What follows belongs to an exercise in optimizing a design on an open flow for small area, a short achievable clock period and few clock cycles per item; a production flow would make more cautious choices.
Power figures rest on the tool's default switching activity, not on a simulated workload.

Design alu_unit, start of the top module:
module alu_unit (
  input  logic        clk,
  input  logic        rst,
  input  logic        bus_cyc,
  input  logic        bus_stb,
  input  logic        bus_we,
  input  logic [2:0]  bus_adr,
  input  logic [63:0] bus_wdata,
  output logic        bus_ack,
  output logic [63:0] bus_rdata
);
Size: roughly 2,600 cells after synthesis, ~510 flip-flops, ~140 I/O pins, ~0.030 mm² of cells after synthesis.
==> module alu_unit, before the edit <==
module alu_unit (
  input  logic        clk,
  input  logic        rst,
  input  logic        bus_cyc,
  input  logic        bus_stb,
  input  logic        bus_we,
  input  logic [2:0]  bus_adr,
  input  logic [63:0] bus_wdata,
  output logic        bus_ack,
  output logic [63:0] bus_rdata
);
  logic [63:0] s_q;
  logic [63:0] t_q;
  logic        c_valid;
  logic [63:0] c_tx;
  logic [5:0]  c_sh;
  logic        c_sub;
  logic        c_cfuse;
  logic        c_arith;
  logic        c_keep;
  logic        c_zero;
  logic        c_and;
  logic        c_or;
  logic        c_xor;
  logic        c_sll;
  logic        c_mov;
  logic [3:0]  c_w;
  logic [1:0]  c_wn;
  logic [63:0] q_d    [4];
  logic        q_cf   [4];
  logic        q_of   [4];
  logic        q_keep [4];
  logic        q_zero [4];
  logic [1:0]  q_w    [4];
  logic [1:0]  wr_ptr;
  logic [1:0]  rd_ptr;
  logic [3:0]  count;     
  logic        chain_cf;
  logic [4:0]  last_f;    
  logic        pres;
  logic        rd_res;
  logic        wr_acc;
  logic        rd_acc;
  logic        cmd_wr;
  logic [63:0] head;
  logic        slow_q;
  logic        sl_s;
  logic        sl_t;
  logic        slow_rd;
  logic [63:0] headz;
  logic        hz_q;      
  logic [1:0]  rd_next;
  logic [63:0] fl;
  assign pres    = bus_cyc && bus_stb;
  assign rd_res  = !bus_we && (bus_adr == 3'd3);
  assign slow_rd = !bus_we && !bus_adr[2] && !(bus_adr[1] && bus_adr[0]);
  assign bus_ack = pres && (bus_we || bus_adr[2] ||
                            ((bus_adr[1] && bus_adr[0]) ? count[0] : slow_q));
  assign wr_acc  = pres && bus_we;
  assign rd_acc  = pres && rd_res && count[0];
  assign cmd_wr  = wr_acc && (bus_adr == 3'd2);
  assign head    = q_d[rd_ptr];
  assign rd_next = rd_acc ? rd_ptr + 2'd1 : rd_ptr;
  assign headz = hz_q ? 64'd0 : head;
  assign fl    = {52'd0, last_f[4], 3'd0, last_f[3], last_f[2], 3'd0, last_f[1], 1'b0, last_f[0]} &
                 {64{bus_adr[1:0] == 2'd0}};
  assign bus_rdata = slow_q ? (({64{sl_s}} & s_q) | ({64{sl_t}} & t_q)) :
                              (bus_adr[2] ? fl : headz);
  logic       h_sf;
  logic [4:0] h_f;
  always_comb begin
    case (q_w[rd_ptr])
      2'd0:    h_sf = head[7];
      2'd1:    h_sf = head[15];
      2'd2:    h_sf = head[31];
      default: h_sf = head[63];
    endcase
    if (q_keep[rd_ptr]) begin
      h_f = last_f;
    end else begin
      h_f = {q_of[rd_ptr], h_sf, head == 64'd0, ~^head[7:0], q_cf[rd_ptr]};
    end
  end
  logic [3:0]  op;
  logic        d_sub;
  logic [63:0] d_t;
  assign op    = bus_wdata[3:0];
  assign d_sub = (op == 4'd1) || (op == 4'd3) || (op == 4'd9);
  assign d_t   = bus_wdata[6] ? {{32{bus_wdata[38]}}, bus_wdata[38:7]} : t_q;
  logic        cin;
  logic [63:0] pp;
  logic [63:0] gg;
  logic [63:0] gk [7];
  logic [63:0] pk [7];
  logic [63:0] carries;
  logic        cout;
  logic [63:0] sum;
  logic        c_hi;
  logic        c_lo;
  logic [63:0] mask;
  logic [63:0] shl;
  logic [63:0] braw;
  logic [63:0] r;
  logic        cf_new;
  logic        of_new;
  assign cin = c_sub ^ (c_cfuse && chain_cf);
  assign pp  = s_q ^ c_tx;
  assign gg  = s_q & c_tx;
  assign gk[0] = gg;
  assign pk[0] = pp;
  for (genvar l = 0; l < 6; l++) begin : g_ks
    for (genvar i = 0; i < 64; i++) begin : g_bit
      if ((i >> l) % 2 == 1) begin : g_op
        assign gk[l+1][i] = gk[l][i] | (pk[l][i] & gk[l][((i >> l) << l) - 1]);
        assign pk[l+1][i] = pk[l][i] & pk[l][((i >> l) << l) - 1];
      end else begin : g_pass
        assign gk[l+1][i] = gk[l][i];
        assign pk[l+1][i] = pk[l][i];
      end
    end
  end
  assign carries = {gk[6][62:0] | (pk[6][62:0] & {63{cin}}), cin};
  assign cout    = gk[6][63] | (pk[6][63] & cin);
  assign sum     = pp ^ carries;
  assign mask = {{32{c_w[3]}}, {16{c_w[3] | c_w[2]}}, {8{!c_w[0]}}, 8'hff};
  always_comb begin
    case (1'b1)
      c_w[0]:  begin c_hi = carries[8];  c_lo = carries[7];  end
      c_w[1]:  begin c_hi = carries[16]; c_lo = carries[15]; end
      c_w[2]:  begin c_hi = carries[32]; c_lo = carries[31]; end
      default: begin c_hi = cout;        c_lo = carries[63]; end
    endcase
  end
  assign shl  = s_q << c_sh;
  assign braw = ({64{c_and}} & gg) |
                ({64{c_or}}  & (pp | gg)) |
                ({64{c_xor}} & pp) |
                ({64{c_sll}} & shl) |
                ({64{c_mov}} & c_tx);
  assign r      = (c_arith ? sum : braw) & mask;
  assign cf_new = c_arith && (c_hi ^ c_sub);
  assign of_new = c_arith && (c_hi ^ c_lo);
  always_ff @(posedge clk) begin
    if (rst) begin
      c_valid  <= 1'b0;
      slow_q   <= 1'b0;
      hz_q     <= 1'b0;
      wr_ptr   <= '0;
      rd_ptr   <= '0;
      count    <= '0;
      chain_cf <= 1'b0;
      last_f   <= '0;
    end else begin
      c_valid <= cmd_wr;
      slow_q  <= pres && slow_rd && !slow_q;
      if (c_valid) begin
        wr_ptr <= wr_ptr + 2'd1;
        if (!c_keep) chain_cf <= cf_new;
      end
      hz_q <= (c_valid && wr_ptr == rd_next) ? c_zero : q_zero[rd_next];
      if (rd_acc) begin
        rd_ptr <= rd_next;
        last_f <= h_f;
      end
      case ({c_valid, rd_acc})
        2'b10:   count <= {count[2:0], 1'b1};
        2'b01:   count <= {1'b0, count[3:1]};
        default: count <= count;
      endcase
    end
  end
  always_ff @(posedge clk) begin
    sl_s <= (bus_adr[1:0] == 2'd0);
    sl_t <= (bus_adr[1:0] == 2'd1);
    if (wr_acc && bus_adr == 3'd0) s_q <= bus_wdata;
    if (wr_acc && bus_adr == 3'd1) t_q <= bus_wdata;
    c_tx    <= d_sub ? ~d_t : d_t;
    c_sh    <= d_t[5:0];
    c_sub   <= d_sub;
    c_cfuse <= (op == 4'd2) || (op == 4'd3);
    c_arith <= (op <= 4'd3) || (op == 4'd9);
    c_keep  <= (op == 4'd8) || (op >= 4'd11);
    c_zero  <= (op == 4'd9) || (op == 4'd10);
    c_and   <= (op == 4'd4) || (op == 4'd10);
    c_or    <= (op == 4'd5);
    c_xor   <= (op == 4'd6);
    c_sll   <= (op == 4'd7);
    c_mov   <= (op == 4'd8) || (op >= 4'd11);
    c_w     <= 4'b0001 << bus_wdata[5:4];
    c_wn    <= bus_wdata[5:4];
    if (c_valid) begin
      q_d[wr_ptr]    <= r;
      q_cf[wr_ptr]   <= cf_new;
      q_of[wr_ptr]   <= of_new;
      q_keep[wr_ptr] <= c_keep;
      q_zero[wr_ptr] <= c_zero;
      q_w[wr_ptr]    <= c_wn;
    end
  end
endmodule
Settings: LEC_CHECK=0, CAP_MARGIN=20, CORE_MARGIN=2, CORE_UTILIZATION=40, SETUP_SLACK_MARGIN=2.0, SLEW_MARGIN=20; clock period 5.5 ns.
run.sh (not shown) runs the stock make flow with config.mk's settings and CLKGATE_MAP_FILE= SYNTH_SCRIPT=/design/flow/synth_recipe.tcl, a recipe that flattens the netlist after the stock synthesis.
==> next run, changes <==
--- a/flow/design.v
+++ b/flow/design.v
@@ -50,30 +50,55 @@
   logic        rd_acc;
   logic        cmd_wr;
   logic [63:0] head;
   logic        slow_q;
-  logic        sl_s;
-  logic        sl_t;
   logic        slow_rd;
-  logic [63:0] headz;
-  logic        hz_q;      
+  logic        slow_nx;
   logic [1:0]  rd_next;
-  logic [63:0] fl;
+  logic [3:0]  o_slow;
+  logic [3:0]  o_s;
+  logic [3:0]  o_t;
+  logic [3:0]  o_h;
+  logic [1:0]  o_p [4];
+  logic        o_f;
   assign pres    = bus_cyc && bus_stb;
   assign rd_res  = !bus_we && (bus_adr == 3'd3);
-  assign slow_rd = !bus_we && !bus_adr[2] && !(bus_adr[1] && bus_adr[0]);
-  assign bus_ack = pres && (bus_we || bus_adr[2] ||
-                            ((bus_adr[1] && bus_adr[0]) ? count[0] : slow_q));
+  assign slow_rd = !bus_we && (bus_adr != 3'd3);
+  assign slow_nx = pres && slow_rd && !slow_q;
+  assign bus_ack = pres && (bus_we || ((bus_adr == 3'd3) ? count[0] : slow_q));
   assign wr_acc  = pres && bus_we;
   assign rd_acc  = pres && rd_res && count[0];
   assign cmd_wr  = wr_acc && (bus_adr == 3'd2);
-  assign head    = q_d[rd_ptr];
   assign rd_next = rd_acc ? rd_ptr + 2'd1 : rd_ptr;
-  assign headz = hz_q ? 64'd0 : head;
-  assign fl    = {52'd0, last_f[4], 3'd0, last_f[3], last_f[2], 3'd0, last_f[1], 1'b0, last_f[0]} &
-                 {64{bus_adr[1:0] == 2'd0}};
-  assign bus_rdata = slow_q ? (({64{sl_s}} & s_q) | ({64{sl_t}} & t_q)) :
-                              (bus_adr[2] ? fl : headz);
+  for (genvar k = 0; k < 4; k++) begin : g_out
+    logic       nx;
+    logic [1:0] p_nx;
+    logic       z_nx;
+    logic [15:0] d;
+    assign nx   = pres && slow_rd && !o_slow[k];
+    assign p_nx = rd_acc ? o_p[k] + 2'd1 : o_p[k];
+    assign z_nx = (c_valid && wr_ptr == p_nx) ? c_zero : q_zero[p_nx];
+    always_ff @(posedge clk) begin
+      if (rst) begin
+        o_slow[k] <= 1'b0;
+        o_p[k]    <= '0;
+      end else begin
+        o_slow[k] <= nx;
+        o_p[k]    <= p_nx;
+      end
+      o_s[k] <= nx && (bus_adr == 3'd0);
+      o_t[k] <= nx && (bus_adr == 3'd1);
+      o_h[k] <= !nx && !z_nx;
+    end
+    assign d = q_d[o_p[k]][16*k +: 16];
+    assign head[16*k +: 16] = d;
+    assign bus_rdata[16*k +: 16] = ({16{o_s[k]}} & s_q[16*k +: 16]) |
+                                   ({16{o_t[k]}} & t_q[16*k +: 16]) |
+                                   ({16{o_h[k]}} & d) |
+                                   ((k == 0) ? ({16{o_f}} & {4'd0, last_f[4], 3'd0, last_f[3],
+                                                             last_f[2], 3'd0, last_f[1], 1'b0,
+                                                             last_f[0]}) : 16'd0);
+  end
   logic       h_sf;
   logic [4:0] h_f;
   always_comb begin
     case (q_w[rd_ptr])
@@ -150,22 +175,20 @@
   always_ff @(posedge clk) begin
     if (rst) begin
       c_valid  <= 1'b0;
       slow_q   <= 1'b0;
-      hz_q     <= 1'b0;
       wr_ptr   <= '0;
       rd_ptr   <= '0;
       count    <= '0;
       chain_cf <= 1'b0;
       last_f   <= '0;
     end else begin
       c_valid <= cmd_wr;
-      slow_q  <= pres && slow_rd && !slow_q;
+      slow_q  <= slow_nx;
       if (c_valid) begin
         wr_ptr <= wr_ptr + 2'd1;
         if (!c_keep) chain_cf <= cf_new;
       end
-      hz_q <= (c_valid && wr_ptr == rd_next) ? c_zero : q_zero[rd_next];
       if (rd_acc) begin
         rd_ptr <= rd_next;
         last_f <= h_f;
       end
@@ -176,10 +199,9 @@
       endcase
     end
   end
   always_ff @(posedge clk) begin
-    sl_s <= (bus_adr[1:0] == 2'd0);
-    sl_t <= (bus_adr[1:0] == 2'd1);
+    o_f <= slow_nx && (bus_adr == 3'd4);
     if (wr_acc && bus_adr == 3'd0) s_q <= bus_wdata;
     if (wr_acc && bus_adr == 3'd1) t_q <= bus_wdata;
     c_tx    <= d_sub ? ~d_t : d_t;
     c_sh    <= d_t[5:0];
Utilization is lower by 0.84 points.
Design area stays flat.
Register-to-register slack gets better by 170 ps.
First-iteration DRC count fell by 16%.
Area after synthesis grows by 1.5%.
Non-clock buffer count falls by 1.
Die area climbs by 1.4%.
Count of clock-buffer cells in the layout went up by 1.
Hold slack gets worse by 24 ps.
Power rises by 3.1%.
No functional check of the RTL was part of any run of this note.

afterwards: timing with drivers on the ports:
How much do the figures lean on ideal ports? The routed layouts below were timed once more, with nothing changed but the port constraints.
Step 1 assumes that a clkbuf_16 drives the clock port and a buf_2 every other input.
Step 2 moves the port delays by t, midway between the first and last clock arrival at a register: inputs arrive t later, outputs are due t later. That takes back most of the time a late clock gives input paths.
Slacks: ideal / step 1 / step 2; pairs: ideal / step 1.
run	t (ns)	slack for setup (ns)	worst hold slack (ns)	latest minus earliest clock arrival (ns)	pins driven straight from the clock port
the first run	0.680	1.851 / 1.800 / 1.616	0.487 / 0.487 / 0.487	0.049 / 0.049	1
the second run	0.685	1.770 / 1.704 / 1.823	0.463 / 0.463 / 0.463	0.052 / 0.053	1
After both steps every run listed still meets setup and hold. The setup slack of the first run, which loses most, moves by -0.051 ns with the drivers and by -0.235 ns with both steps.
